Source: an optimization exercise on an open RTL-to-GDS flow (aim: small area, a short achievable clock period and few clock cycles per item). Production flows keep margins and buffers that such runs may drop. The RTL was checked by simulation tests, not by an equivalence proof against the original design.

Design rosetta_core, start of the top module:
module rosetta_core #(
    parameter int num_pe = rosetta_pkg::num_pe,
    parameter int word_w = rosetta_pkg::word_w
) (
    input  logic                          clk,
    input  logic                          rst,
    output logic                          im_ren,
    output rosetta_pkg::pc_t              im_raddr,
    input  rosetta_pkg::inst_t            im_rdata,
    output logic                          pam_x_ren,
    output rosetta_pkg::row_addr_t        pam_x_raddr,
    input  logic [num_pe-1:0]             pam_x_rdata,
    output logic                          am_x_ren,
    output rosetta_pkg::row_addr_t        am_x_raddr,
    input  logic [num_pe*word_w-1:0]      am_x_rdata,
    output logic                          bm_ren,
    output rosetta_pkg::row_addr_t        bm_raddr,
    input  logic [num_pe*word_w-1:0]      bm_rdata,
    output logic                          wm_ren,
    output rosetta_pkg::waddr_t           wm_raddr,
    input  logic [num_pe*word_w-1:0]      wm_rdata,
    output logic                          am_r_wen,
    output rosetta_pkg::row_addr_t        am_r_waddr,
    output logic [num_pe*word_w-1:0]      am_r_wdata,
    output logic                          done
);
    logic [$clog2(num_pe)-1:0]  e1_k;
    logic                       e1_empty;
    logic                       e1_first;
    logic [word_w-1:0]          act_elem;
    core_sequencer #(
        .num_pe(num_pe)
    ) sequencer_inst (
        .clk         (clk),
        .rst         (rst),
        .im_ren      (im_ren),
  ...
export LEC_CHECK = 0
export CAP_MARGIN = 20
export CORE_MARGIN = 2
export CORE_UTILIZATION = 55
export CTS_CLUSTER_DIAMETER = 90
export CTS_CLUSTER_SIZE = 30
export SETUP_SLACK_MARGIN = 5
export SLEW_MARGIN = 20
export TNS_END_PERCENT = 0
create_clock -name core_clock -period 9.0 [get_ports {clk}]
standard.sh (not shown) runs the stock make flow with config.mk's settings and CLKGATE_MAP_FILE= SYNTH_SCRIPT=/design/flow/synth_recipe.tcl, a recipe that flattens the netlist after the stock synthesis.
==> flow/flow/run.sh <==
#!/bin/bash
# The standard layout, with plain buf_1 cells as the port buffers instead of the
# delay buffers buffer_ports picks by itself. The whole make output goes to layout.log.
set -euo pipefail
bash standard.sh "BUFFER_PORTS_ARGS=-buffer_cell sky130_fd_sc_hd__buf_1" finish > layout.log 2>&1
Testbench counts at the start, summed over its fixed seeds: cycles 4,705, items 1,180.
Edit:
--- a/flow/design.v
+++ b/flow/design.v
@@ -157,24 +157,29 @@
     always_ff @(posedge clk) begin
         acc_q <= {hi_sum, lo_sum[split-1:0]};
         c_q   <= lo_sum[split];
     end
     logic [acc_w-split-1:0] hi;
     logic                   hi_zero, hi_ones, hi_ones_m1;
-    logic                   mid_ok, hi_ok, pass, neg;
+    logic                   t_zeros, t_ones, t_neg;
     assign hi         = acc_q[acc_w-1:split];
     assign hi_zero    = ~|hi;
     assign hi_ones    = &hi;
     assign hi_ones_m1 = &hi[acc_w-split-1:1] & ~hi[0];
-    assign mid_ok     = acc_q[word_w-1] ? &acc_q[split-1:word_w] : ~|acc_q[split-1:word_w];
-    assign hi_ok      = acc_q[word_w-1] ? (c_q ? hi_ones_m1 : hi_ones)
-                                        : (c_q ? hi_ones : hi_zero);
-    assign pass       = mid_ok & hi_ok;
-    assign neg        = hi[acc_w-split-1] ^ (c_q & &hi[acc_w-split-2:0]);
-    assign result[word_w-1]   = neg;
-    assign result[word_w-2:0] = pass ? acc_q[word_w-2:0] : {(word_w-1){~neg}};
+    assign t_zeros    = (c_q ? hi_ones : hi_zero) & ~|acc_q[split-1:word_w-1];
+    assign t_ones     = (c_q ? hi_ones_m1 : hi_ones) & &acc_q[split-1:word_w-1];
+    assign t_neg      = hi[acc_w-split-1] ^ (c_q & &hi[acc_w-split-2:0]);
+    always_comb begin
+        if (t_ones || t_zeros) begin
+            result = acc_q[word_w-1:0];
+        end else if (t_neg) begin
+            result = {1'b1, {(word_w-1){1'b0}}};
+        end else begin
+            result = {1'b0, {(word_w-1){1'b1}}};
+        end
+    end
 endmodule
 module mac_array #(
     parameter int num_pe = rosetta_pkg::num_pe,
     parameter int word_w = rosetta_pkg::word_w
 ) (
     input  logic                        clk,
@@ -271,13 +276,12 @@
     logic [4:0]         ir_bias_q;
     logic [4:0]         ir_dst_q;
     logic [10:0]        ir_wb_q;
     logic               s_v_q;
     logic               s_last_q;    
     logic               s_rd_q;      
-    logic [10:0]        s_wa_q;      
     logic               s_first_q;
     logic               s_empty_q;
     logic [idx_w-1:0]   s_k_q;
     logic [num_pe-1:0]  s_rest_q;
     logic [3:0]         s_x_q;
     logic [4:0]         s_bias_q;
@@ -370,13 +374,12 @@
             ir_bias_q <= im_rdata[rosetta_pkg::bias_msb:rosetta_pkg::bias_lsb];
             ir_dst_q  <= im_rdata[rosetta_pkg::dst_msb:rosetta_pkg::dst_lsb];
             ir_wb_q   <= im_rdata[rosetta_pkg::wb_msb:rosetta_pkg::wb_lsb];
         end
     end
     always_ff @(posedge clk) begin
-        s_wa_q <= (take ? ir_wb_q : s_wb_q) + rosetta_pkg::waddr_t'(take ? mask_idx : rest_idx);
         if (take) begin
             s_first_q <= 1'b1;
             s_empty_q <= ~|mask_pres;
             s_last_q  <= ~|mask_rest;
             s_k_q     <= mask_idx;
             s_rest_q  <= mask_rest;
@@ -402,13 +405,13 @@
         e2_dst_q   <= e1_dst_q;
         e3_dst_q   <= e2_dst_q;
     end
     assign pam_x_ren   = 1'b1;
     assign pam_x_raddr = {1'b0, ir_free ? im_rdata[rosetta_pkg::x_msb:rosetta_pkg::x_lsb] : ir_x_q};
     assign wm_ren      = s_rd_q;
-    assign wm_raddr    = s_wa_q;
+    assign wm_raddr    = s_wb_q + rosetta_pkg::waddr_t'(s_k_q);
     assign am_x_ren    = wm_ren;
     assign am_x_raddr  = {1'b0, s_x_q};
     assign bm_ren      = e1_v_q && e1_first_q;
     assign bm_raddr    = e1_bias_q;
     assign am_r_wen    = e3_wen_q;
     assign am_r_waddr  = e3_dst_q;
Routed wire length went down by 3.8%.
Design area goes down by 0.54%.
Via count fell by about 0.8%.
Hold slack is worse by 18 ps.
Register-to-register slack gets worse by 50 ps.
Worst setup slack got worse by 53 ps.
Testbench counts after the change, summed over its fixed seeds: cycles 4,705, items 1,180.

-- port drivers added, routing unchanged --
How much do the figures lean on ideal ports? The routed layouts below were timed once more, with nothing changed but the port constraints.
Step 1, drivers: a clkbuf_16 drives clk and a buf_2 each remaining input, both assumed.
Step 2 also shifts input and output timing later by t, the mid clock arrival at the registers, as if the neighbouring blocks saw the same clock.
a / b / c = ideal / step 1 / step 2; a / b = the first two.
| run | t, ns | setup WS [ns] | worst setup path at the end | slew at the worst register clock pin (ns) | worst slew at a driven data input, ns |
|---|---|---|---|---|---|
| the first run | 0.664 | 4.797 / 4.732 / 4.425 | input to register | 0.12 / 0.12 | 0.13 |
| the second run | 0.645 | 4.745 / 4.682 / 4.518 | input to register | 0.11 / 0.11 | 0.09 |
After both steps setup and hold are still met in every run listed. For the first run, which loses most, drivers alone change the setup slack by -0.065 ns; drivers and shift together by -0.372 ns.
